This is an optimization exercise on Yosys and OpenROAD, whose aim is small area, not a production implementation.
In this exercise RTL edits were held to simulation tests only and were not proved equivalent to the original.
Power and IR drop assume default switching activity.

## flow/design.v (module list and top-level ports; edited modules follow where they fit)
// module pusher_top: 1374 lines
// module pz_fa: 10 lines
// module pz_ha: 9 lines
// module pz_x: 7 lines
// module pz_xn: 7 lines
module pusher_top (
    input  logic          clk,
    input  logic          rst_ff,
    input  logic          valid,
    input  logic          noop,
    input  logic [47:0]   particle_in,
    input  logic [191:0]  phi_in,
    output logic          valid_req,
    output logic [255:0]  raddr,
    output logic          valid_out,
    output logic [47:0]   particle_out,
    output logic          done
);
  // ...
==> flow/flow/run.sh <==
#!/bin/bash
# The standard layout, with the smallest buffer on the ports and a clock tree of few, large buffers.
set -euo pipefail
export BUFFER_PORTS_ARGS="-buffer_cell sky130_fd_sc_hd__buf_1"
export CTS_ARGS="-sink_clustering_enable -repair_clock_nets -sink_clustering_size 20 -sink_clustering_max_diameter 50 -buf_list sky130_fd_sc_hd__clkbuf_8 -dont_use_dummy_load"
bash standard.sh > make_finish.log 2>&1
==> flow/standard.sh <==
#!/bin/bash
# synth_recipe.tcl (not shown) runs the flow's synth.tcl, then flattens the netlist and writes it again
# the make line also repeats each setting of config.mk as NAME=value (left out here)
make -C /OpenROAD-flow-scripts/flow DESIGN_CONFIG=/design/flow/config.mk WORK_HOME=/design/flow/orfs CLKGATE_MAP_FILE= SYNTH_SCRIPT=/design/flow/synth_recipe.tcl "${@:-finish}"
==> flow/config.mk <==
export PLATFORM = sky130hd
export DESIGN_NAME = pusher_top
export DESIGN_NICKNAME = pusher_top
export VERILOG_FILES = /design/flow/design.v
export SDC_FILE = /design/flow/constraint.sdc
export NUM_CORES = 4
export LEC_CHECK = 0
export CAP_MARGIN = 20
export CORE_MARGIN = 2
export CORE_UTILIZATION = 70
export PLACE_DENSITY = 0.85
export SLEW_MARGIN = 20
export SYNTH_HIERARCHICAL = 1
export SYNTH_MINIMUM_KEEP_SIZE = 0
==> flow/constraint.sdc <==
create_clock -name core_clock -period 5.0 [get_ports {clk}]
set_input_delay 1.0000 -clock core_clock [delete_from_list [all_inputs] [get_ports {clk}]]
set_output_delay 1.0000 -clock core_clock [all_outputs]
set_load 0.01 [all_outputs]
==> results.yml, run 1 <==
status:
  status: "timing/DRC/antenna clean"
floorplan:
  coreArea_mm2: 0.0278
  placementRows: 61
worst_hold_path:
  min-delay-start: "p3[43]"
  hold_path_end: "p4[43]"
global_route:
  grt_max_degree: 31
  met3_usage_pct: 6.84
run:
  drv_cap: 0
finish:
  fin_area_mm2: 0.0209
  multi_input_area_mm2: 0.00666
  n_all_inverters: 134
synthesis:
  yosysTopAreaCellShare_pct: 54.0
  mappedNetlistNets: 1956
  synth_xor_xnor_area_share_pct: 4.39
  syn_area_mm2: 0.0198
  synth-compound-area-share_pct: 1.30
worst_setup_path:
  endpoint: "raddr[159]"
  cp.arrival_ps: 3830
  worstReg2RegStart: "fy6_st_0"
place:
  place_ws_ps: 379
  port_buffers: 550
clocking:
  post_cts_buffers: 0
  numCtsBuffers: 39
  clk_pin_slew_ps: 110
  cts_tree: "yes"
power_and_ir_drop:
  leakage_uw: 0.00873
  p_seq_uw: 5180
==> run 2: changes to the inputs <==
--- a/flow/design.v
+++ b/flow/design.v
@@ -418,18 +418,20 @@
     logic n235s;
     logic n235c;
     logic n236s;
     logic n236c;
     logic n237s;
     logic n237c;
     logic n238s;
     logic n238c;
-    logic n239x;
-    logic n240;
+    logic n239s;
+    logic n239c;
+    logic n240s;
+    logic n240c;
     logic n241s;
     logic n241c;
     logic n242s;
     logic n242c;
     logic n243s;
     logic n243c;
     logic n244s;
     logic n244c;
@@ -442,20 +444,20 @@
     logic n248s;
     logic n248c;
     logic n249s;
     logic n249c;
     logic n250s;
     logic n250c;
     logic n251s;
     logic n251c;
-    logic n252s;
-    logic n252c;
-    logic n253x;
-    logic n254;
+    logic n252x;
+    logic n253;
+    logic n254s;
+    logic n254c;
     logic n255s;
     logic n255c;
     logic n256s;
     logic n256c;
     logic n257s;
     logic n257c;
     logic n258s;
     logic n258c;
@@ -468,23 +470,23 @@
     logic n262s;
     logic n262c;
     logic n263s;
     logic n263c;
     logic n264s;
     logic n264c;
     logic n265s;
     logic n265c;
-    logic n266s;
-    logic n266c;
+    logic n266;
     logic n267;
     logic n268;
     logic n269;
     logic n270;
-    logic n271;
+    logic n271s;
+    logic n271c;
     logic n272s;
     logic n272c;
     logic n273s;
     logic n273c;
     logic n274;
     logic n275;
     logic n276;
     logic n277;
@@ -595,18 +597,20 @@
     logic n342s;
     logic n342c;
     logic n343s;
     logic n343c;
     logic n344s;
     logic n344c;
     logic n345s;
     logic n345c;
-    logic n346x;
-    logic n347;
+    logic n346s;
+    logic n346c;
+    logic n347s;
+    logic n347c;
     logic n348s;
     logic n348c;
     logic n349s;
     logic n349c;
     logic n350s;
     logic n350c;
     logic n351s;
     logic n351c;
@@ -619,20 +623,20 @@
     logic n355s;
     logic n355c;
     logic n356s;
     logic n356c;
     logic n357s;
     logic n357c;
     logic n358s;
     logic n358c;
-    logic n359s;
-    logic n359c;
-    logic n360x;
-    logic n361;
+    logic n359x;
+    logic n360;
+    logic n361s;
+    logic n361c;
     logic n362s;
     logic n362c;
     logic n363s;
     logic n363c;
     logic n364s;
     logic n364c;
     logic n365s;
     logic n365c;
@@ -645,23 +649,23 @@
     logic n369s;
     logic n369c;
     logic n370s;
     logic n370c;
     logic n371s;
     logic n371c;
     logic n372s;
     logic n372c;
-    logic n373s;
-    logic n373c;
+    logic n373;
     logic n374;
     logic n375;
     logic n376;
     logic n377;
-    logic n378;
+    logic n378s;
+    logic n378c;
     logic n379s;
     logic n379c;
     logic n380s;
     logic n380c;
     logic n381s;
     logic n381c;
     logic n382s;
     logic n382c;
@@ -680,60 +684,56 @@
     logic n389s;
     logic n389c;
     logic n390s;
     logic n390c;
     logic n391s;
     logic n391c;
     logic n392s;
     logic n392c;
-    logic n393s;
-    logic n393c;
-    logic n394s;
-    logic n394c;
-    logic n395x;
-    logic n396;
+    logic n393x;
+    logic n394;
+    logic n395s;
+    logic n395c;
+    logic n396s;
+    logic n396c;
     logic n397s;
     logic n397c;
     logic n398s;
     logic n398c;
     logic n399s;
     logic n399c;
     logic n400s;
     logic n400c;
     logic n401s;
     logic n401c;
     logic n402s;
     logic n402c;
-    logic n403s;
-    logic n403c;
-    logic n404s;
-    logic n404c;
-    logic n405x;
-    logic n406;
+    logic n403x;
+    logic n404;
+    logic n405s;
+    logic n405c;
+    logic n406s;
+    logic n406c;
     logic n407s;
     logic n407c;
     logic n408s;
     logic n408c;
     logic n409s;
     logic n409c;
     logic n410s;
     logic n410c;
     logic n411s;
     logic n411c;
     logic n412s;
     logic n412c;
-    logic n413s;
-    logic n413c;
-    logic n414s;
-    logic n414c;
+    logic n413;
+    logic n414;
     logic n415;
     logic n416;
-    logic n417;
-    logic n418;
     logic w_x0_0;
     logic w_x0_1;
     logic k_x0_0;
     logic w_x1_0;
     logic w_x1_1;
     logic k_x1_0;
     logic w_y2_0;
     logic w_y2_1;
@@ -747,37 +747,35 @@
     logic fy5_c1_1;
     logic fy5_c2_0;
     logic fy5_c2_1;
     logic fy5_c3_0;
     logic fy5_c3_1;
     logic fy5_c4_0;
     logic fy5_c4_1;
     logic fy5_c5_0;
-    logic fy5_c5_1;
-    logic fy5_c6_0;
     logic fy5_ci_0;
     logic fy5_r_0;
     logic fy5_r_1;
+    logic fy5_r_2;
     logic fx5_c0_0;
     logic fx5_c0_1;
     logic fx5_c1_0;
     logic fx5_c1_1;
     logic fx5_c2_0;
     logic fx5_c2_1;
     logic fx5_c3_0;
     logic fx5_c3_1;
     logic fx5_c4_0;
     logic fx5_c4_1;
     logic fx5_c5_0;
-    logic fx5_c5_1;
-    logic fx5_c6_0;
     logic fx5_ci_0;
     logic fx5_r_0;
     logic fx5_r_1;
+    logic fx5_r_2;
     logic fy6_st_0;
     logic fy6_st_1;
     logic fy6_st_2;
     logic fy6_st_3;
     logic fy6_st_4;
     logic fy6_st_5;
     logic fy6_st_6;
     logic fy6_st_7;
@@ -982,23 +980,23 @@
     assign n167 = ~phi_in[0] & phi_in[12];
     assign n168 = ~phi_in[48] & phi_in[60];
     assign n169 = ~phi_in[96] & phi_in[108];
     assign n170 = ~phi_in[144] & phi_in[156];
     pz_fa u171 (.a(phi_in[1]), .b(phi_in[49]), .c(phi_in[97]), .s(n171s), .co(n171c));
     pz_x u172 (.a(phi_in[13]), .b(phi_in[61]), .s(n172x));
     assign n173 = phi_in[13] | phi_in[61];
     pz_ha u174 (.a(phi_in[2]), .b(phi_in[50]), .s(n174s), .co(n174c));
-    pz_fa u175 (.a(phi_in[109]), .b(~phi_in[145]), .c(phi_in[157]), .s(n175s), .co(n175c));
-    pz_x u176 (.a(n167), .b(n168), .s(n176x));
-    assign n177 = n167 | n168;
+    pz_fa u175 (.a(phi_in[109]), .b(phi_in[157]), .c(n167), .s(n175s), .co(n175c));
+    pz_x u176 (.a(phi_in[145]), .b(n168), .s(n176x));
+    assign n177 = phi_in[145] & ~n168;
     pz_fa u178 (.a(phi_in[14]), .b(phi_in[62]), .c(phi_in[110]), .s(n178s), .co(n178c));
-    pz_fa u179 (.a(phi_in[98]), .b(phi_in[146]), .c(~phi_in[158]), .s(n179s), .co(n179c));
-    pz_x u180 (.a(n173), .b(n174s), .s(n180x));
-    assign n181 = ~n173 & n174s;
+    pz_fa u179 (.a(phi_in[98]), .b(phi_in[146]), .c(n174s), .s(n179s), .co(n179c));
+    pz_x u180 (.a(phi_in[158]), .b(n173), .s(n180x));
+    assign n181 = phi_in[158] | n173;
     pz_fa u182 (.a(phi_in[3]), .b(phi_in[51]), .c(phi_in[99]), .s(n182s), .co(n182c));
     pz_fa u183 (.a(phi_in[15]), .b(phi_in[63]), .c(phi_in[111]), .s(n183s), .co(n183c));
     pz_fa u184 (.a(phi_in[147]), .b(~phi_in[159]), .c(n174c), .s(n184s), .co(n184c));
     pz_fa u185 (.a(phi_in[4]), .b(phi_in[52]), .c(phi_in[100]), .s(n185s), .co(n185c));
     pz_fa u186 (.a(phi_in[16]), .b(phi_in[64]), .c(phi_in[112]), .s(n186s), .co(n186c));
     pz_x u187 (.a(phi_in[148]), .b(phi_in[160]), .s(n187x));
     assign n188 = phi_in[148] & ~phi_in[160];
     pz_fa u189 (.a(phi_in[5]), .b(phi_in[53]), .c(phi_in[101]), .s(n189s), .co(n189c));
@@ -1020,92 +1018,92 @@
     pz_fa u205 (.a(phi_in[9]), .b(phi_in[57]), .c(phi_in[105]), .s(n205s), .co(n205c));
     pz_fa u206 (.a(phi_in[21]), .b(phi_in[69]), .c(phi_in[117]), .s(n206s), .co(n206c));
     pz_x u207 (.a(phi_in[153]), .b(phi_in[165]), .s(n207x));
     assign n208 = phi_in[153] & ~phi_in[165];
     pz_fa u209 (.a(phi_in[10]), .b(phi_in[58]), .c(phi_in[106]), .s(n209s), .co(n209c));
     pz_fa u210 (.a(phi_in[22]), .b(phi_in[70]), .c(phi_in[118]), .s(n210s), .co(n210c));
     pz_x u211 (.a(phi_in[154]), .b(phi_in[166]), .s(n211x));
     assign n212 = phi_in[154] & ~phi_in[166];
-    pz_fa u213 (.a(phi_in[11]), .b(phi_in[59]), .c(phi_in[107]), .s(n213s), .co(n213c));
-    pz_fa u214 (.a(phi_in[23]), .b(phi_in[71]), .c(phi_in[119]), .s(n214s), .co(n214c));
+    pz_fa u213 (.a(phi_in[23]), .b(phi_in[71]), .c(phi_in[119]), .s(n213s), .co(n213c));
+    pz_fa u214 (.a(phi_in[11]), .b(phi_in[59]), .c(phi_in[107]), .s(n214s), .co(n214c));
     pz_x u215 (.a(phi_in[155]), .b(phi_in[167]), .s(n215x));
     assign n216 = ~phi_in[155] & phi_in[167];
-    pz_fa u217 (.a(n169), .b(n170), .c(~n172x), .s(n217s), .co(n217c));
-    pz_fa u218 (.a(n177), .b(~n171c), .c(n175c), .s(n218s), .co(n218c));
-    pz_x u219 (.a(n178s), .b(n180x), .s(n219x));
-    assign n220 = n178s | n180x;
-    pz_fa u221 (.a(n179c), .b(n182s), .c(n181), .s(n221s), .co(n221c));
-    pz_fa u222 (.a(n178c), .b(n183s), .c(~n184s), .s(n222s), .co(n222c));
-    pz_fa u223 (.a(n187x), .b(~n182c), .c(n183c), .s(n223s), .co(n223c));
-    pz_fa u224 (.a(n185s), .b(~n186s), .c(n184c), .s(n224s), .co(n224c));
-    pz_fa u225 (.a(n188), .b(~n191x), .c(n185c), .s(n225s), .co(n225c));
-    pz_fa u226 (.a(n186c), .b(~n189s), .c(n190s), .s(n226s), .co(n226c));
-    pz_fa u227 (.a(n192), .b(~n195x), .c(n189c), .s(n227s), .co(n227c));
-    pz_fa u228 (.a(n190c), .b(~n193s), .c(n194s), .s(n228s), .co(n228c));
-    pz_fa u229 (.a(n196), .b(~n199x), .c(n193c), .s(n229s), .co(n229c));
-    pz_fa u230 (.a(n194c), .b(~n197s), .c(n198s), .s(n230s), .co(n230c));
-    pz_fa u231 (.a(n200), .b(~n203x), .c(n197c), .s(n231s), .co(n231c));
-    pz_fa u232 (.a(n198c), .b(~n201s), .c(n202s), .s(n232s), .co(n232c));
-    pz_fa u233 (.a(n204), .b(~n207x), .c(n201c), .s(n233s), .co(n233c));
-    pz_fa u234 (.a(n202c), .b(~n205s), .c(n206s), .s(n234s), .co(n234c));
-    pz_fa u235 (.a(n208), .b(~n211x), .c(n205c), .s(n235s), .co(n235c));
-    pz_fa u236 (.a(n206c), .b(~n209s), .c(n210s), .s(n236s), .co(n236c));
-    pz_fa u237 (.a(n212), .b(~n215x), .c(n209c), .s(n237s), .co(n237c));
-    pz_fa u238 (.a(n210c), .b(n213s), .c(~n214s), .s(n238s), .co(n238c));
-    pz_x u239 (.a(n216), .b(n213c), .s(n239x));
-    assign n240 = n216 & ~n213c;
-    pz_ha u241 (.a(n176x), .b(n171s), .s(n241s), .co(n241c));
-    pz_fa u242 (.a(n179s), .b(~n217c), .c(n219x), .s(n242s), .co(n242c));
-    pz_fa u243 (.a(n220), .b(n218c), .c(~n221s), .s(n243s), .co(n243c));
-    pz_fa u244 (.a(~n221c), .b(n223s), .c(n222c), .s(n244s), .co(n244c));
-    pz_fa u245 (.a(n223c), .b(~n225s), .c(n226s), .s(n245s), .co(n245c));
-    pz_fa u246 (.a(n225c), .b(~n226c), .c(n227s), .s(n246s), .co(n246c));
-    pz_fa u247 (.a(n227c), .b(~n228c), .c(n229s), .s(n247s), .co(n247c));
-    pz_fa u248 (.a(n229c), .b(~n230c), .c(n231s), .s(n248s), .co(n248c));
-    pz_fa u249 (.a(n231c), .b(~n232c), .c(n233s), .s(n249s), .co(n249c));
-    pz_fa u250 (.a(n233c), .b(~n234c), .c(n235s), .s(n250s), .co(n250c));
-    pz_fa u251 (.a(n235c), .b(~n236c), .c(n237s), .s(n251s), .co(n251c));
-    pz_fa u252 (.a(n214c), .b(~n239x), .c(n237c), .s(n252s), .co(n252c));
-    pz_x u253 (.a(n175s), .b(n241s), .s(n253x));
-    assign n254 = ~n175s & n241s;
-    pz_fa u255 (.a(n241c), .b(~n218s), .c(n242s), .s(n255s), .co(n255c));
-    pz_fa u256 (.a(n222s), .b(~n242c), .c(n243s), .s(n256s), .co(n256c));
-    pz_fa u257 (.a(~n224s), .b(n243c), .c(n244s), .s(n257s), .co(n257c));
-    pz_fa u258 (.a(~n224c), .b(n245s), .c(n244c), .s(n258s), .co(n258c));
-    pz_fa u259 (.a(n228s), .b(n245c), .c(~n246s), .s(n259s), .co(n259c));
-    pz_fa u260 (.a(~n230s), .b(n246c), .c(n247s), .s(n260s), .co(n260c));
-    pz_fa u261 (.a(~n232s), .b(n247c), .c(n248s), .s(n261s), .co(n261c));
-    pz_fa u262 (.a(~n234s), .b(n248c), .c(n249s), .s(n262s), .co(n262c));
-    pz_fa u263 (.a(~n236s), .b(n249c), .c(n250s), .s(n263s), .co(n263c));
-    pz_fa u264 (.a(~n238s), .b(n250c), .c(n251s), .s(n264s), .co(n264c));
-    pz_fa u265 (.a(~n238c), .b(n251c), .c(n252s), .s(n265s), .co(n265c));
-    pz_ha u266 (.a(n240), .b(n252c), .s(n266s), .co(n266c));
-    assign n267 = ~n253x & ~n217s;
-    assign n268 = (n254 & n255s) | (n254 & n267) | (n255s & n267);
+    pz_fa u217 (.a(n169), .b(n170), .c(n176x), .s(n217s), .co(n217c));
+    pz_fa u218 (.a(n177), .b(n171c), .c(n180x), .s(n218s), .co(n218c));
+    pz_x u219 (.a(n178s), .b(n175c), .s(n219x));
+    assign n220 = n178s | n175c;
+    pz_fa u221 (.a(n178c), .b(n181), .c(n183s), .s(n221s), .co(n221c));
+    pz_fa u222 (.a(n182s), .b(n179c), .c(n184s), .s(n222s), .co(n222c));
+    pz_fa u223 (.a(n187x), .b(n183c), .c(n186s), .s(n223s), .co(n223c));
+    pz_fa u224 (.a(n182c), .b(n185s), .c(n184c), .s(n224s), .co(n224c));
+    pz_fa u225 (.a(n188), .b(n185c), .c(n189s), .s(n225s), .co(n225c));
+    pz_fa u226 (.a(n191x), .b(n186c), .c(n190s), .s(n226s), .co(n226c));
+    pz_fa u227 (.a(n192), .b(n189c), .c(n193s), .s(n227s), .co(n227c));
+    pz_fa u228 (.a(n195x), .b(n190c), .c(n194s), .s(n228s), .co(n228c));
+    pz_fa u229 (.a(n196), .b(n193c), .c(n197s), .s(n229s), .co(n229c));
+    pz_fa u230 (.a(n199x), .b(n194c), .c(n198s), .s(n230s), .co(n230c));
+    pz_fa u231 (.a(n200), .b(n197c), .c(n201s), .s(n231s), .co(n231c));
+    pz_fa u232 (.a(n203x), .b(n198c), .c(n202s), .s(n232s), .co(n232c));
+    pz_fa u233 (.a(n204), .b(n201c), .c(n205s), .s(n233s), .co(n233c));
+    pz_fa u234 (.a(n207x), .b(n202c), .c(n206s), .s(n234s), .co(n234c));
+    pz_fa u235 (.a(n208), .b(n205c), .c(n209s), .s(n235s), .co(n235c));
+    pz_fa u236 (.a(n211x), .b(n206c), .c(n210s), .s(n236s), .co(n236c));
+    pz_fa u237 (.a(n212), .b(n209c), .c(n213s), .s(n237s), .co(n237c));
+    pz_fa u238 (.a(n215x), .b(n210c), .c(n214s), .s(n238s), .co(n238c));
+    pz_ha u239 (.a(n216), .b(n213c), .s(n239s), .co(n239c));
+    pz_ha u240 (.a(n172x), .b(n171s), .s(n240s), .co(n240c));
+    pz_fa u241 (.a(n179s), .b(n219x), .c(n218s), .s(n241s), .co(n241c));
+    pz_fa u242 (.a(n220), .b(~n218c), .c(n221s), .s(n242s), .co(n242c));
+    pz_fa u243 (.a(n221c), .b(n223s), .c(~n222c), .s(n243s), .co(n243c));
+    pz_fa u244 (.a(n223c), .b(~n225s), .c(n226s), .s(n244s), .co(n244c));
+    pz_fa u245 (.a(n225c), .b(~n226c), .c(n227s), .s(n245s), .co(n245c));
+    pz_fa u246 (.a(n227c), .b(~n228c), .c(n229s), .s(n246s), .co(n246c));
+    pz_fa u247 (.a(n229c), .b(~n230c), .c(n231s), .s(n247s), .co(n247c));
+    pz_fa u248 (.a(n231c), .b(~n232c), .c(n233s), .s(n248s), .co(n248c));
+    pz_fa u249 (.a(n233c), .b(~n234c), .c(n235s), .s(n249s), .co(n249c));
+    pz_fa u250 (.a(n235c), .b(~n236c), .c(n237s), .s(n250s), .co(n250c));
+    pz_fa u251 (.a(~n214c), .b(n239s), .c(n237c), .s(n251s), .co(n251c));
+    pz_x u252 (.a(n175s), .b(n240s), .s(n252x));
+    assign n253 = ~n175s & n240s;
+    pz_fa u254 (.a(n240c), .b(~n217c), .c(n241s), .s(n254s), .co(n254c));
+    pz_fa u255 (.a(n222s), .b(n241c), .c(~n242s), .s(n255s), .co(n255c));
+    pz_fa u256 (.a(~n224s), .b(n242c), .c(n243s), .s(n256s), .co(n256c));
+    pz_fa u257 (.a(~n224c), .b(n244s), .c(n243c), .s(n257s), .co(n257c));
+    pz_fa u258 (.a(n228s), .b(n244c), .c(~n245s), .s(n258s), .co(n258c));
+    pz_fa u259 (.a(~n230s), .b(n245c), .c(n246s), .s(n259s), .co(n259c));
+    pz_fa u260 (.a(~n232s), .b(n246c), .c(n247s), .s(n260s), .co(n260c));
+    pz_fa u261 (.a(~n234s), .b(n247c), .c(n248s), .s(n261s), .co(n261c));
+    pz_fa u262 (.a(~n236s), .b(n248c), .c(n249s), .s(n262s), .co(n262c));
+    pz_fa u263 (.a(~n238s), .b(n249c), .c(n250s), .s(n263s), .co(n263c));
+    pz_fa u264 (.a(~n238c), .b(n250c), .c(n251s), .s(n264s), .co(n264c));
+    pz_ha u265 (.a(n239c), .b(n251c), .s(n265s), .co(n265c));
+    assign n266 = ~n252x & ~n217s;
+    assign n267 = (n253 & n254s) | (n253 & n266) | (n254s & n266);
+    assign n268 = (n254c & n255s) | (n254c & n267) | (n255s & n267);
     assign n269 = (n255c & ~n256s) | (n255c & n268) | (~n256s & n268);
     assign n270 = (~n256c & ~n257s) | (~n256c & n269) | (~n257s & n269);
-    assign n271 = (~n257c & ~n258s) | (~n257c & n270) | (~n258s & n270);
-    pz_fa u272 (.a(n258c), .b(n259s), .c(~n271), .s(n272s), .co(n272c));
-    pz_fa u273 (.a(n259c), .b(~n260s), .c(n272c), .s(n273s), .co(n273c));
+    pz_fa u271 (.a(n257c), .b(n258s), .c(~n270), .s(n271s), .co(n271c));
+    pz_fa u272 (.a(n258c), .b(~n259s), .c(n271c), .s(n272s), .co(n272c));
+    pz_fa u273 (.a(n259c), .b(n260s), .c(~n272c), .s(n273s), .co(n273c));
     assign n274 = ~phi_in[24] & phi_in[36];
     assign n275 = ~phi_in[72] & phi_in[84];
     assign n276 = ~phi_in[120] & phi_in[132];
     assign n277 = ~phi_in[168] & phi_in[180];
     pz_fa u278 (.a(phi_in[25]), .b(phi_in[73]), .c(phi_in[121]), .s(n278s), .co(n278c));
     pz_x u279 (.a(phi_in[37]), .b(phi_in[85]), .s(n279x));
     assign n280 = phi_in[37] | phi_in[85];
     pz_ha u281 (.a(phi_in[26]), .b(phi_in[74]), .s(n281s), .co(n281c));
-    pz_fa u282 (.a(phi_in[133]), .b(~phi_in[169]), .c(phi_in[181]), .s(n282s), .co(n282c));
-    pz_x u283 (.a(n274), .b(n275), .s(n283x));
-    assign n284 = n274 | n275;
+    pz_fa u282 (.a(phi_in[133]), .b(phi_in[181]), .c(n274), .s(n282s), .co(n282c));
+    pz_x u283 (.a(phi_in[169]), .b(n275), .s(n283x));
+    assign n284 = phi_in[169] & ~n275;
     pz_fa u285 (.a(phi_in[38]), .b(phi_in[86]), .c(phi_in[134]), .s(n285s), .co(n285c));
-    pz_fa u286 (.a(phi_in[122]), .b(phi_in[170]), .c(~phi_in[182]), .s(n286s), .co(n286c));
-    pz_x u287 (.a(n280), .b(n281s), .s(n287x));
-    assign n288 = ~n280 & n281s;
+    pz_fa u286 (.a(phi_in[122]), .b(phi_in[170]), .c(n281s), .s(n286s), .co(n286c));
+    pz_x u287 (.a(phi_in[182]), .b(n280), .s(n287x));
+    assign n288 = phi_in[182] | n280;
     pz_fa u289 (.a(phi_in[27]), .b(phi_in[75]), .c(phi_in[123]), .s(n289s), .co(n289c));
     pz_fa u290 (.a(phi_in[39]), .b(phi_in[87]), .c(phi_in[135]), .s(n290s), .co(n290c));
     pz_fa u291 (.a(phi_in[171]), .b(~phi_in[183]), .c(n281c), .s(n291s), .co(n291c));
     pz_fa u292 (.a(phi_in[28]), .b(phi_in[76]), .c(phi_in[124]), .s(n292s), .co(n292c));
     pz_fa u293 (.a(phi_in[40]), .b(phi_in[88]), .c(phi_in[136]), .s(n293s), .co(n293c));
     pz_x u294 (.a(phi_in[172]), .b(phi_in[184]), .s(n294x));
     assign n295 = phi_in[172] & ~phi_in[184];
     pz_fa u296 (.a(phi_in[29]), .b(phi_in[77]), .c(phi_in[125]), .s(n296s), .co(n296c));
@@ -1127,115 +1125,113 @@
     pz_fa u312 (.a(phi_in[33]), .b(phi_in[81]), .c(phi_in[129]), .s(n312s), .co(n312c));
     pz_fa u313 (.a(phi_in[45]), .b(phi_in[93]), .c(phi_in[141]), .s(n313s), .co(n313c));
     pz_x u314 (.a(phi_in[177]), .b(phi_in[189]), .s(n314x));
     assign n315 = phi_in[177] & ~phi_in[189];
     pz_fa u316 (.a(phi_in[34]), .b(phi_in[82]), .c(phi_in[130]), .s(n316s), .co(n316c));
     pz_fa u317 (.a(phi_in[46]), .b(phi_in[94]), .c(phi_in[142]), .s(n317s), .co(n317c));
     pz_x u318 (.a(phi_in[178]), .b(phi_in[190]), .s(n318x));
     assign n319 = phi_in[178] & ~phi_in[190];
-    pz_fa u320 (.a(phi_in[35]), .b(phi_in[83]), .c(phi_in[131]), .s(n320s), .co(n320c));
-    pz_fa u321 (.a(phi_in[47]), .b(phi_in[95]), .c(phi_in[143]), .s(n321s), .co(n321c));
+    pz_fa u320 (.a(phi_in[47]), .b(phi_in[95]), .c(phi_in[143]), .s(n320s), .co(n320c));
+    pz_fa u321 (.a(phi_in[35]), .b(phi_in[83]), .c(phi_in[131]), .s(n321s), .co(n321c));
     pz_x u322 (.a(phi_in[179]), .b(phi_in[191]), .s(n322x));
     assign n323 = ~phi_in[179] & phi_in[191];
-    pz_fa u324 (.a(n276), .b(n277), .c(~n279x), .s(n324s), .co(n324c));
-    pz_fa u325 (.a(n284), .b(~n278c), .c(n282c), .s(n325s), .co(n325c));
-    pz_x u326 (.a(n285s), .b(n287x), .s(n326x));
-    assign n327 = n285s | n287x;
-    pz_fa u328 (.a(n286c), .b(n289s), .c(n288), .s(n328s), .co(n328c));
-    pz_fa u329 (.a(n285c), .b(n290s), .c(~n291s), .s(n329s), .co(n329c));
-    pz_fa u330 (.a(n294x), .b(~n289c), .c(n290c), .s(n330s), .co(n330c));
-    pz_fa u331 (.a(n292s), .b(~n293s), .c(n291c), .s(n331s), .co(n331c));
-    pz_fa u332 (.a(n295), .b(~n298x), .c(n292c), .s(n332s), .co(n332c));
-    pz_fa u333 (.a(n293c), .b(~n296s), .c(n297s), .s(n333s), .co(n333c));
-    pz_fa u334 (.a(n299), .b(~n302x), .c(n296c), .s(n334s), .co(n334c));
-    pz_fa u335 (.a(n297c), .b(~n300s), .c(n301s), .s(n335s), .co(n335c));
-    pz_fa u336 (.a(n303), .b(~n306x), .c(n300c), .s(n336s), .co(n336c));
-    pz_fa u337 (.a(n301c), .b(~n304s), .c(n305s), .s(n337s), .co(n337c));
-    pz_fa u338 (.a(n307), .b(~n310x), .c(n304c), .s(n338s), .co(n338c));
-    pz_fa u339 (.a(n305c), .b(~n308s), .c(n309s), .s(n339s), .co(n339c));
-    pz_fa u340 (.a(n311), .b(~n314x), .c(n308c), .s(n340s), .co(n340c));
-    pz_fa u341 (.a(n309c), .b(~n312s), .c(n313s), .s(n341s), .co(n341c));
-    pz_fa u342 (.a(n315), .b(~n318x), .c(n312c), .s(n342s), .co(n342c));
-    pz_fa u343 (.a(n313c), .b(~n316s), .c(n317s), .s(n343s), .co(n343c));
-    pz_fa u344 (.a(n319), .b(~n322x), .c(n316c), .s(n344s), .co(n344c));
-    pz_fa u345 (.a(n317c), .b(n320s), .c(~n321s), .s(n345s), .co(n345c));
-    pz_x u346 (.a(n323), .b(n320c), .s(n346x));
-    assign n347 = n323 & ~n320c;
-    pz_ha u348 (.a(n283x), .b(n278s), .s(n348s), .co(n348c));
-    pz_fa u349 (.a(n286s), .b(~n324c), .c(n326x), .s(n349s), .co(n349c));
-    pz_fa u350 (.a(n327), .b(n325c), .c(~n328s), .s(n350s), .co(n350c));
-    pz_fa u351 (.a(~n328c), .b(n330s), .c(n329c), .s(n351s), .co(n351c));
-    pz_fa u352 (.a(n330c), .b(~n332s), .c(n333s), .s(n352s), .co(n352c));
-    pz_fa u353 (.a(n332c), .b(~n333c), .c(n334s), .s(n353s), .co(n353c));
-    pz_fa u354 (.a(n334c), .b(~n335c), .c(n336s), .s(n354s), .co(n354c));
-    pz_fa u355 (.a(n336c), .b(~n337c), .c(n338s), .s(n355s), .co(n355c));
-    pz_fa u356 (.a(n338c), .b(~n339c), .c(n340s), .s(n356s), .co(n356c));
-    pz_fa u357 (.a(n340c), .b(~n341c), .c(n342s), .s(n357s), .co(n357c));
-    pz_fa u358 (.a(n342c), .b(~n343c), .c(n344s), .s(n358s), .co(n358c));
-    pz_fa u359 (.a(n321c), .b(~n346x), .c(n344c), .s(n359s), .co(n359c));
-    pz_x u360 (.a(n282s), .b(n348s), .s(n360x));
-    assign n361 = ~n282s & n348s;
-    pz_fa u362 (.a(n348c), .b(~n325s), .c(n349s), .s(n362s), .co(n362c));
-    pz_fa u363 (.a(n329s), .b(~n349c), .c(n350s), .s(n363s), .co(n363c));
-    pz_fa u364 (.a(~n331s), .b(n350c), .c(n351s), .s(n364s), .co(n364c));
-    pz_fa u365 (.a(~n331c), .b(n352s), .c(n351c), .s(n365s), .co(n365c));
-    pz_fa u366 (.a(n335s), .b(n352c), .c(~n353s), .s(n366s), .co(n366c));
-    pz_fa u367 (.a(~n337s), .b(n353c), .c(n354s), .s(n367s), .co(n367c));
-    pz_fa u368 (.a(~n339s), .b(n354c), .c(n355s), .s(n368s), .co(n368c));
-    pz_fa u369 (.a(~n341s), .b(n355c), .c(n356s), .s(n369s), .co(n369c));
-    pz_fa u370 (.a(~n343s), .b(n356c), .c(n357s), .s(n370s), .co(n370c));
-    pz_fa u371 (.a(~n345s), .b(n357c), .c(n358s), .s(n371s), .co(n371c));
-    pz_fa u372 (.a(~n345c), .b(n358c), .c(n359s), .s(n372s), .co(n372c));
-    pz_ha u373 (.a(n347), .b(n359c), .s(n373s), .co(n373c));
-    assign n374 = ~n360x & ~n324s;
-    assign n375 = (n361 & n362s) | (n361 & n374) | (n362s & n374);
+    pz_fa u324 (.a(n276), .b(n277), .c(n283x), .s(n324s), .co(n324c));
+    pz_fa u325 (.a(n284), .b(n278c), .c(n287x), .s(n325s), .co(n325c));
+    pz_x u326 (.a(n285s), .b(n282c), .s(n326x));
+    assign n327 = n285s | n282c;
+    pz_fa u328 (.a(n285c), .b(n288), .c(n290s), .s(n328s), .co(n328c));
+    pz_fa u329 (.a(n289s), .b(n286c), .c(n291s), .s(n329s), .co(n329c));
+    pz_fa u330 (.a(n294x), .b(n290c), .c(n293s), .s(n330s), .co(n330c));
+    pz_fa u331 (.a(n289c), .b(n292s), .c(n291c), .s(n331s), .co(n331c));
+    pz_fa u332 (.a(n295), .b(n292c), .c(n296s), .s(n332s), .co(n332c));
+    pz_fa u333 (.a(n298x), .b(n293c), .c(n297s), .s(n333s), .co(n333c));
+    pz_fa u334 (.a(n299), .b(n296c), .c(n300s), .s(n334s), .co(n334c));
+    pz_fa u335 (.a(n302x), .b(n297c), .c(n301s), .s(n335s), .co(n335c));
+    pz_fa u336 (.a(n303), .b(n300c), .c(n304s), .s(n336s), .co(n336c));
+    pz_fa u337 (.a(n306x), .b(n301c), .c(n305s), .s(n337s), .co(n337c));
+    pz_fa u338 (.a(n307), .b(n304c), .c(n308s), .s(n338s), .co(n338c));
+    pz_fa u339 (.a(n310x), .b(n305c), .c(n309s), .s(n339s), .co(n339c));
+    pz_fa u340 (.a(n311), .b(n308c), .c(n312s), .s(n340s), .co(n340c));
+    pz_fa u341 (.a(n314x), .b(n309c), .c(n313s), .s(n341s), .co(n341c));
+    pz_fa u342 (.a(n315), .b(n312c), .c(n316s), .s(n342s), .co(n342c));
+    pz_fa u343 (.a(n318x), .b(n313c), .c(n317s), .s(n343s), .co(n343c));
+    pz_fa u344 (.a(n319), .b(n316c), .c(n320s), .s(n344s), .co(n344c));
+    pz_fa u345 (.a(n322x), .b(n317c), .c(n321s), .s(n345s), .co(n345c));
+    pz_ha u346 (.a(n323), .b(n320c), .s(n346s), .co(n346c));
+    pz_ha u347 (.a(n279x), .b(n278s), .s(n347s), .co(n347c));
+    pz_fa u348 (.a(n286s), .b(n326x), .c(n325s), .s(n348s), .co(n348c));
+    pz_fa u349 (.a(n327), .b(~n325c), .c(n328s), .s(n349s), .co(n349c));
+    pz_fa u350 (.a(n328c), .b(n330s), .c(~n329c), .s(n350s), .co(n350c));
+    pz_fa u351 (.a(n330c), .b(~n332s), .c(n333s), .s(n351s), .co(n351c));
+    pz_fa u352 (.a(n332c), .b(~n333c), .c(n334s), .s(n352s), .co(n352c));
+    pz_fa u353 (.a(n334c), .b(~n335c), .c(n336s), .s(n353s), .co(n353c));
+    pz_fa u354 (.a(n336c), .b(~n337c), .c(n338s), .s(n354s), .co(n354c));
+    pz_fa u355 (.a(n338c), .b(~n339c), .c(n340s), .s(n355s), .co(n355c));
+    pz_fa u356 (.a(n340c), .b(~n341c), .c(n342s), .s(n356s), .co(n356c));
+    pz_fa u357 (.a(n342c), .b(~n343c), .c(n344s), .s(n357s), .co(n357c));
+    pz_fa u358 (.a(~n321c), .b(n346s), .c(n344c), .s(n358s), .co(n358c));
+    pz_x u359 (.a(n282s), .b(n347s), .s(n359x));
+    assign n360 = ~n282s & n347s;
+    pz_fa u361 (.a(n347c), .b(~n324c), .c(n348s), .s(n361s), .co(n361c));
+    pz_fa u362 (.a(n329s), .b(n348c), .c(~n349s), .s(n362s), .co(n362c));
+    pz_fa u363 (.a(~n331s), .b(n349c), .c(n350s), .s(n363s), .co(n363c));
+    pz_fa u364 (.a(~n331c), .b(n351s), .c(n350c), .s(n364s), .co(n364c));
+    pz_fa u365 (.a(n335s), .b(n351c), .c(~n352s), .s(n365s), .co(n365c));
+    pz_fa u366 (.a(~n337s), .b(n352c), .c(n353s), .s(n366s), .co(n366c));
+    pz_fa u367 (.a(~n339s), .b(n353c), .c(n354s), .s(n367s), .co(n367c));
+    pz_fa u368 (.a(~n341s), .b(n354c), .c(n355s), .s(n368s), .co(n368c));
+    pz_fa u369 (.a(~n343s), .b(n355c), .c(n356s), .s(n369s), .co(n369c));
+    pz_fa u370 (.a(~n345s), .b(n356c), .c(n357s), .s(n370s), .co(n370c));
+    pz_fa u371 (.a(~n345c), .b(n357c), .c(n358s), .s(n371s), .co(n371c));
+    pz_ha u372 (.a(n346c), .b(n358c), .s(n372s), .co(n372c));
+    assign n373 = ~n359x & ~n324s;
+    assign n374 = (n360 & n361s) | (n360 & n373) | (n361s & n373);
+    assign n375 = (n361c & n362s) | (n361c & n374) | (n362s & n374);
     assign n376 = (n362c & ~n363s) | (n362c & n375) | (~n363s & n375);
     assign n377 = (~n363c & ~n364s) | (~n363c & n376) | (~n364s & n376);
-    assign n378 = (~n364c & ~n365s) | (~n364c & n377) | (~n365s & n377);
-    pz_fa u379 (.a(n365c), .b(n366s), .c(~n378), .s(n379s), .co(n379c));
-    pz_fa u380 (.a(n366c), .b(~n367s), .c(n379c), .s(n380s), .co(n380c));
-    pz_fa u381 (.a(fy5_c0_0), .b(fy5_c0_1), .c(~fy5_ci_0), .s(n381s), .co(n381c));
+    pz_fa u378 (.a(n364c), .b(n365s), .c(~n377), .s(n378s), .co(n378c));
+    pz_fa u379 (.a(n365c), .b(~n366s), .c(n378c), .s(n379s), .co(n379c));
+    pz_fa u380 (.a(n366c), .b(n367s), .c(~n379c), .s(n380s), .co(n380c));
+    pz_fa u381 (.a(fy5_c0_0), .b(fy5_c0_1), .c(fy5_ci_0), .s(n381s), .co(n381c));
     pz_fa u382 (.a(fy5_c1_0), .b(fy5_c1_1), .c(n381c), .s(n382s), .co(n382c));
     pz_fa u383 (.a(fy5_c2_0), .b(fy5_c2_1), .c(n382c), .s(n383s), .co(n383c));
     pz_fa u384 (.a(fy5_c3_0), .b(fy5_c3_1), .c(n383c), .s(n384s), .co(n384c));
     pz_fa u385 (.a(fy5_c4_0), .b(fy5_c4_1), .c(n384c), .s(n385s), .co(n385c));
-    pz_fa u386 (.a(fy5_c5_0), .b(fy5_c5_1), .c(n385c), .s(n386s), .co(n386c));
-    pz_ha u387 (.a(fy5_c6_0), .b(n386c), .s(n387s), .co(n387c));
-    pz_fa u388 (.a(fx5_c0_0), .b(fx5_c0_1), .c(~fx5_ci_0), .s(n388s), .co(n388c));
-    pz_fa u389 (.a(fx5_c1_0), .b(fx5_c1_1), .c(n388c), .s(n389s), .co(n389c));
-    pz_fa u390 (.a(fx5_c2_0), .b(fx5_c2_1), .c(n389c), .s(n390s), .co(n390c));
-    pz_fa u391 (.a(fx5_c3_0), .b(fx5_c3_1), .c(n390c), .s(n391s), .co(n391c));
-    pz_fa u392 (.a(fx5_c4_0), .b(fx5_c4_1), .c(n391c), .s(n392s), .co(n392c));
-    pz_fa u393 (.a(fx5_c5_0), .b(fx5_c5_1), .c(n392c), .s(n393s), .co(n393c));
-    pz_ha u394 (.a(fx5_c6_0), .b(n393c), .s(n394s), .co(n394c));
-    pz_x u395 (.a(p6[32]), .b(fx6_st_0), .s(n395x));
-    assign n396 = p6[32] & ~fx6_st_0;
-    pz_fa u397 (.a(p6[33]), .b(~fx6_st_1), .c(n396), .s(n397s), .co(n397c));
-    pz_fa u398 (.a(p6[34]), .b(fx6_st_2), .c(n397c), .s(n398s), .co(n398c));
-    pz_fa u399 (.a(p6[35]), .b(fx6_st_3), .c(n398c), .s(n399s), .co(n399c));
-    pz_fa u400 (.a(p6[36]), .b(fx6_st_4), .c(n399c), .s(n400s), .co(n400c));
-    pz_fa u401 (.a(p6[37]), .b(fx6_st_5), .c(n400c), .s(n401s), .co(n401c));
-    pz_fa u402 (.a(p6[38]), .b(fx6_st_6), .c(n401c), .s(n402s), .co(n402c));
-    pz_fa u403 (.a(p6[39]), .b(fx6_st_7), .c(n402c), .s(n403s), .co(n403c));
-    pz_fa u404 (.a(p6[40]), .b(~fx6_st_8), .c(n403c), .s(n404s), .co(n404c));
-    pz_x u405 (.a(p6[16]), .b(fy6_st_0), .s(n405x));
-    assign n406 = p6[16] | fy6_st_0;
-    pz_fa u407 (.a(p6[17]), .b(fy6_st_1), .c(n406), .s(n407s), .co(n407c));
-    pz_fa u408 (.a(p6[18]), .b(~fy6_st_2), .c(n407c), .s(n408s), .co(n408c));
-    pz_fa u409 (.a(p6[19]), .b(~fy6_st_3), .c(n408c), .s(n409s), .co(n409c));
-    pz_fa u410 (.a(p6[20]), .b(~fy6_st_4), .c(n409c), .s(n410s), .co(n410c));
-    pz_fa u411 (.a(p6[21]), .b(~fy6_st_5), .c(n410c), .s(n411s), .co(n411c));
-    pz_fa u412 (.a(p6[22]), .b(~fy6_st_6), .c(n411c), .s(n412s), .co(n412c));
-    pz_fa u413 (.a(p6[23]), .b(~fy6_st_7), .c(n412c), .s(n413s), .co(n413c));
-    pz_fa u414 (.a(p6[24]), .b(fy6_st_8), .c(n413c), .s(n414s), .co(n414c));
-    assign n415 = (n404c) & ~(~fx6_st_8);
-    assign n416 = ~(n404c) & (~fx6_st_8);
-    assign n417 = (n414c) & (~fy6_st_8);
-    assign n418 = ~(n414c) & ~(~fy6_st_8);
+    pz_ha u386 (.a(fy5_c5_0), .b(n385c), .s(n386s), .co(n386c));
+    pz_fa u387 (.a(fx5_c0_0), .b(fx5_c0_1), .c(fx5_ci_0), .s(n387s), .co(n387c));
+    pz_fa u388 (.a(fx5_c1_0), .b(fx5_c1_1), .c(n387c), .s(n388s), .co(n388c));
+    pz_fa u389 (.a(fx5_c2_0), .b(fx5_c2_1), .c(n388c), .s(n389s), .co(n389c));
+    pz_fa u390 (.a(fx5_c3_0), .b(fx5_c3_1), .c(n389c), .s(n390s), .co(n390c));
+    pz_fa u391 (.a(fx5_c4_0), .b(fx5_c4_1), .c(n390c), .s(n391s), .co(n391c));
+    pz_ha u392 (.a(fx5_c5_0), .b(n391c), .s(n392s), .co(n392c));
+    pz_x u393 (.a(p6[32]), .b(fx6_st_0), .s(n393x));
+    assign n394 = p6[32] & ~fx6_st_0;
+    pz_fa u395 (.a(p6[33]), .b(~fx6_st_1), .c(n394), .s(n395s), .co(n395c));
+    pz_fa u396 (.a(p6[34]), .b(fx6_st_2), .c(n395c), .s(n396s), .co(n396c));
+    pz_fa u397 (.a(p6[35]), .b(fx6_st_3), .c(n396c), .s(n397s), .co(n397c));
+    pz_fa u398 (.a(p6[36]), .b(fx6_st_4), .c(n397c), .s(n398s), .co(n398c));
+    pz_fa u399 (.a(p6[37]), .b(fx6_st_5), .c(n398c), .s(n399s), .co(n399c));
+    pz_fa u400 (.a(p6[38]), .b(fx6_st_6), .c(n399c), .s(n400s), .co(n400c));
+    pz_fa u401 (.a(p6[39]), .b(fx6_st_7), .c(n400c), .s(n401s), .co(n401c));
+    pz_fa u402 (.a(p6[40]), .b(~fx6_st_8), .c(n401c), .s(n402s), .co(n402c));
+    pz_x u403 (.a(p6[16]), .b(fy6_st_0), .s(n403x));
+    assign n404 = p6[16] | fy6_st_0;
+    pz_fa u405 (.a(p6[17]), .b(fy6_st_1), .c(n404), .s(n405s), .co(n405c));
+    pz_fa u406 (.a(p6[18]), .b(~fy6_st_2), .c(n405c), .s(n406s), .co(n406c));
+    pz_fa u407 (.a(p6[19]), .b(~fy6_st_3), .c(n406c), .s(n407s), .co(n407c));
+    pz_fa u408 (.a(p6[20]), .b(~fy6_st_4), .c(n407c), .s(n408s), .co(n408c));
+    pz_fa u409 (.a(p6[21]), .b(~fy6_st_5), .c(n408c), .s(n409s), .co(n409c));
+    pz_fa u410 (.a(p6[22]), .b(~fy6_st_6), .c(n409c), .s(n410s), .co(n410c));
+    pz_fa u411 (.a(p6[23]), .b(~fy6_st_7), .c(n410c), .s(n411s), .co(n411c));
+    pz_fa u412 (.a(p6[24]), .b(fy6_st_8), .c(n411c), .s(n412s), .co(n412c));
+    assign n413 = (n402c) & ~(~fx6_st_8);
+    assign n414 = ~(n402c) & (~fx6_st_8);
+    assign n415 = (n412c) & (~fy6_st_8);
+    assign n416 = ~(n412c) & ~(~fy6_st_8);
     always_ff @(posedge clk) begin
         w_x0_0 <= n1s;
         w_x0_1 <= n2s;
         k_x0_0 <= n2c;
         w_x1_0 <= n13s;
         w_x1_1 <= n14s;
         k_x1_0 <= n14c;
         w_y2_0 <= n21s;
@@ -1250,77 +1246,75 @@
         fy5_c1_1 <= n262s;
         fy5_c2_0 <= n262c;
         fy5_c2_1 <= n263s;
         fy5_c3_0 <= n263c;
         fy5_c3_1 <= n264s;
         fy5_c4_0 <= n264c;
         fy5_c4_1 <= n265s;
         fy5_c5_0 <= n265c;
-        fy5_c5_1 <= n266s;
-        fy5_c6_0 <= n266c;
         fy5_ci_0 <= n273c;
-        fy5_r_0 <= n272s;
-        fy5_r_1 <= n273s;
+        fy5_r_0 <= n271s;
+        fy5_r_1 <= n272s;
+        fy5_r_2 <= n273s;
         fx5_c0_0 <= n367c;
         fx5_c0_1 <= n368s;
         fx5_c1_0 <= n368c;
         fx5_c1_1 <= n369s;
         fx5_c2_0 <= n369c;
         fx5_c2_1 <= n370s;
         fx5_c3_0 <= n370c;
         fx5_c3_1 <= n371s;
         fx5_c4_0 <= n371c;
         fx5_c4_1 <= n372s;
         fx5_c5_0 <= n372c;
-        fx5_c5_1 <= n373s;
-        fx5_c6_0 <= n373c;
         fx5_ci_0 <= n380c;
-        fx5_r_0 <= n379s;
-        fx5_r_1 <= n380s;
+        fx5_r_0 <= n378s;
+        fx5_r_1 <= n379s;
+        fx5_r_2 <= n380s;
         fy6_st_0 <= fy5_r_0;
         fy6_st_1 <= fy5_r_1;
-        fy6_st_2 <= n381s;
-        fy6_st_3 <= n382s;
-        fy6_st_4 <= n383s;
-        fy6_st_5 <= n384s;
-        fy6_st_6 <= n385s;
-        fy6_st_7 <= n386s;
-        fy6_st_8 <= n387s;
+        fy6_st_2 <= fy5_r_2;
+        fy6_st_3 <= n381s;
+        fy6_st_4 <= n382s;
+        fy6_st_5 <= n383s;
+        fy6_st_6 <= n384s;
+        fy6_st_7 <= n385s;
+        fy6_st_8 <= n386s;
         fx6_st_0 <= fx5_r_0;
         fx6_st_1 <= fx5_r_1;
-        fx6_st_2 <= n388s;
-        fx6_st_3 <= n389s;
-        fx6_st_4 <= n390s;
-        fx6_st_5 <= n391s;
-        fx6_st_6 <= n392s;
-        fx6_st_7 <= n393s;
-        fx6_st_8 <= n394s;
-        ly7_0 <= n395x;
-        ly7_1 <= n397s;
-        ly7_2 <= n398s;
-        ly7_3 <= n399s;
-        ly7_4 <= n400s;
-        ly7_5 <= n401s;
-        ly7_6 <= n402s;
-        ly7_7 <= n403s;
-        ly7_8 <= n404s;
-        lx7_0 <= n405x;
-        lx7_1 <= n407s;
-        lx7_2 <= n408s;
-        lx7_3 <= n409s;
-        lx7_4 <= n410s;
-        lx7_5 <= n411s;
-        lx7_6 <= n412s;
-        lx7_7 <= n413s;
-        lx7_8 <= n414s;
-        id7_0 <= n415;
-        id7_1 <= n416;
-        id7_2 <= n417;
-        id7_3 <= n418;
+        fx6_st_2 <= fx5_r_2;
+        fx6_st_3 <= n387s;
+        fx6_st_4 <= n388s;
+        fx6_st_5 <= n389s;
+        fx6_st_6 <= n390s;
+        fx6_st_7 <= n391s;
+        fx6_st_8 <= n392s;
+        ly7_0 <= n393x;
+        ly7_1 <= n395s;
+        ly7_2 <= n396s;
+        ly7_3 <= n397s;
+        ly7_4 <= n398s;
+        ly7_5 <= n399s;
+        ly7_6 <= n400s;
+        ly7_7 <= n401s;
+        ly7_8 <= n402s;
+        lx7_0 <= n403x;
+        lx7_1 <= n405s;
+        lx7_2 <= n406s;
+        lx7_3 <= n407s;
+        lx7_4 <= n408s;
+        lx7_5 <= n409s;
+        lx7_6 <= n410s;
+        lx7_7 <= n411s;
+        lx7_8 <= n412s;
+        id7_0 <= n413;
+        id7_1 <= n414;
+        id7_2 <= n415;
+        id7_3 <= n416;
     end
     assign w_x0 = {n12, n11, n6s, n5s, n4s, n3s, w_x0_1, w_x0_0};
     assign w_x1 = {n20s, n19s, n18s, n17s, n16s, n15s, w_x1_1, w_x1_0};
     assign w_y2 = {n32, n31, n26s, n25s, n24s, n23s, w_y2_1, w_y2_0};
     assign w_y3 = {n40s, n39s, n38s, n37s, n36s, n35s, w_y3_1, w_y3_0};
     assign yp_i = {n48x, n47s, n46s, n45s, n44s, n43s, n42s, n41};
     assign yp_d = {n61x, n59x, n57x, n55x, n53x, n51x, n49x, n41};
     assign xp_i = {n69x, n68s, n67s, n66s, n65s, n64s, n63s, n62};
==> run 2 against run 1 <==
Still clean on timing, DRC and antenna. Sequential cell count shrank 2. Via count shrank 2.5%. Sequential power shrank 0.8%. Largest cell class unchanged.
==> results.yml, run 2 <==
status:
  status: "timing/DRC/antenna clean"
worst_setup_path:
  worstReg2RegStart: "fy6_st_0"
  critPathKind: "reg -> out"
  reg2reg_slack_ps: 960
  cp.required_ps: 4000
  reg2reg_depth: 10
  cp_max_fo: 5
  cp.arrival_ps: 3840
  cp-startpoint: "p2[12]"
  endpoint_kind: "output port"
  start_kind: "flop"
  endpoint: "raddr[55]"
  r2r-end: "id7_2"
timing:
  finalCriticalPeriod_ps: 4840
  skew_ps: 76.0
  rsz0062_at_grt: "no"
  setup_violations: 0
  max_slew_margin_pct: 44.9
  tightest_slew_ps: 826
  slew_violations: 0
  fmax_mhz: 207
  finalCritPeriodShare_pct: 96.8
  hold_viol_final: 0
  setup_slack_ps: 159
synthesis:
  ys_async_sr_fraction_pct: 0
  avgSynthCellArea_um2: 13.7
  yosysSeqAreaShare_pct: 54.3
  yosysTopAreaCellShare_pct: 54.3
  yosys.area.top_type: "dfxtp_1"
  synth_cell_type_count: 42
  syn_area_mm2: 0.0196
  ys.warnings.count: 13
  ys_ff_latch: 531
  ys.flop_type: "dfxtp_1"
  mappedNetlistNets: 1910
  yosysMostFrequentCell: "dfxtp_1"
  synth_edf_count: 0
  netlist_instances: 1429
  yosys-top-cells-count: "dfxtp_1 (531), buf_4 (256), fa_1 (186)"
  synth_area_leaders: "dfxtp_1 (54%), fa_1 (19%), buf_4 (9.8%)"
power_and_ir_drop:
  p_comb_share_pct: 26.7
  swShare_pct: 30.0
  pwr-share-clk_pct: 19.3
  power_uw: 9510
  ir_drop_mv: 0.367
  p_int_uw: 6660
  leakage_uw: 0.00848
  p_switching_uw: 2860
  pwr-share-seq_pct: 54.0
  power_density_mw_per_mm2: 458
clocking:
  root_buffer: "clkbuf_8"
  cts_tree: "yes"
  clk_path_buf_depth: 3
  ctsHtreeMaxLevel: 2
  cts_hold_buf: 0
  clk_latency_ps: 560
  cts_sinks: 531
  numCtsBuffers: 38
  clk_pin_slew_ps: 110
  post_cts_buffers: 0
floorplan:
  coreArea_mm2: 0.0276
  placementRows: 61
  die_x_um: 171
  die_h_um: 171
  ios: 551
  die_area_mm2: 0.0293
  initial_core_util_pct: 70.8
drt:
  vias: 10273
  ant_nets: 0
  finalWirelength_um: 36500
  wire_per_inst_um: 17.0
  drt-pass1-iter-count: 5
  drt_iter0_drc: 424
  vias_per_cell: 4.79
  drc: 0
global_route:
  grt_pass1_wl_um: 53400
  grt_max_degree: 33
  grt_pass1_vias: 10393
  grtUsageMet1_pct: 27.4
  grt.met2_usage_pct: 44.9
  met3_usage_pct: 6.01
  antenna_found_initial: 0
  grt-ovfl-total: 0
  busiest_layer: "met2"
  grt.total_usage_pct: 24.3
finish:
  layout_commonest_cell: "buf_1"
  drive_above_1_share_pct: 4.60
  syn_to_final_growth_pct: 6.09
  final_cell_mix: "buf_1 (547), dfxtp_1 (531), fa_1 (181), inv_1 (88), ha_1 (51)"
  nNetsFinal: 2245
place:
  port_buffers: 550
  place_ws_ps: -48.8
  routabilityCongestion: 0.920
  hpwl_um: 30200
run:
  drv_cap: 0
worst_hold_path:
  hold_class: "reg -> reg"
  min-delay-start: "p3[43]"
-- run 2: changes by cell type in the layout (fill, tap and decap cells not counted), moves of 4 or more --
cell and delta:
inv_1 -45, mux2_2 +8, nor2_1 -5, mux2_1 -8, xnor2_1 -5, o21ai_0 +4
-- run 2: per-layer routing --
| metal | share of wire, % | vias to the layer above |
|---|---|---|
| met5 | 0 | - |
| met4 | 3.0 | 0 |
| met3 | 7.0 | 72 |
| met2 | 54 | 397 |
| met1 | 36 | 4974 |
| li1 | - | 4830 |
-- run 2: per-stage QoR --
| step | std cells | setup TNS, ps | hold slack (ps) | util, % | cell area, µm² |
|---|---|---|---|---|---|
| floorplan | 1429 | 0 | 310 | - | 19600 |
| global placement | 2102 | 0 | 310 | 73.1 | 20200 |
| detailed placement | 2102 | -48.8 | 312 | 73.1 | 20200 |
| CTS | 2140 | 0 | 259 | 75.1 | 20700 |
| global route | 2140 | 0 | 272 | 75.1 | 20700 |
| finish | 2143 | 0 | 269 | 75.1 | 20800 |
-- run 2: Yosys stat by module (local to each module, per instance) --
module | cell area, µm² | copies in the design
pz_fa | 20.0 | 186
pz_xn | 8.76 | 42
pz_x | 8.76 | 38
pusher_top | 14500 | 1
pz_ha | 12.5 | 50
-- run 2: area by class of cell --
cell class                 count  area (µm²)
multi-input combinational    550        6690
sequential                   531       10600
fill                        1745        6870
antenna                        3        7.51
timing repair buffer         555        2110
clock buffer                  38         523
inverter                      88         330
tap                          378         473
-- run 2: timing repair --
action                     4_1_cts  5_1_grt
setup endpoints to repair        2        4
pin swaps                        0        1
resized for setup                3        5
hold endpoints to repair         0        0
-- run 2: worst max-delay path: stages, from the launching register on --
cell and delay [ps]:
dfxtp_1 380, inv_1 100, fa_1 430, fa_2 380, fa_1 410, fa_2 490
or3_1 400, or2_1 260, xnor2_2 240, clkbuf_2 190
-- run 2: cell families (layout without fill, tap and decap cells) --
| group | Yosys count | after routing | share of synthesized area [%] |
|---|---|---|---|
| flip-flops | 531 | 531 | 54.3 |
| buffers and inverters | 348 | 681 | 11.6 |
| adder cells (fa/ha/maj) | 252 | 252 | 23.1 |
| AND/OR/NAND/NOR | 137 | 137 | 4.15 |
| XOR/XNOR | 97 | 97 | 4.34 |
| AO/OA/AOI/OAI | 47 | 47 | 1.54 |
| multiplexers | 17 | 17 | 0.972 |
| other | 0 | 3 | 0 |
-- run 2: worst min path at each step --
stage	cells past startpoint	endpoint	slack [ps]
4_1_cts	0	p4[43]	260
2_1_floorplan	0	fx6_st_0	310
5_1_grt	0	p4[43]	270
3_3_place_gp	0	p9[1]	310
6_report	0	p4[43]	270
3_5_place_dp	0	p2[12]	310
-- run 2: power by group through the flow --
stage | clock network (µW) | logic (µW) | registers, µW
2_1_floorplan | 0 | 2010 | 5190
3_3_place_gp | 0 | 2400 | 5220
3_5_place_dp | 0 | 2570 | 5250
4_1_cts | 1890 | 2600 | 5150
5_1_grt | 2050 | 2910 | 5210
6_report | 1830 | 2540 | 5140

## afterwards: timing with drivers on the ports
In the flow no input, the clock included, has a driving cell. The finished layouts below were timed again as built, in two steps.
Step 1 assumes that a clkbuf_16 drives the clock port and a buf_2 every other input.
Step 2 moves the port delays by t, midway between the first and last clock arrival at a register: inputs arrive t later, outputs are due t later. That takes back most of the time a late clock gives input paths.
Slacks: ideal ports / drivers / drivers and shift; pairs: ideal ports / drivers.
run | t (ns) | slack for setup (ns) | worst data-port slew with drivers (ns) | cell pins on the clock port's net
run 1 | 0.574 | 0.172 / 0.129 / 0.369 | 0.08 | 1
run 2 | 0.559 | 0.159 / 0.113 / -0.044 | 0.08 | 1
Met with ideal ports but missed after step 2: setup timing in run 2. The setup slack of run 2, which loses most, moves by -0.046 ns with the drivers and by -0.203 ns with both steps.
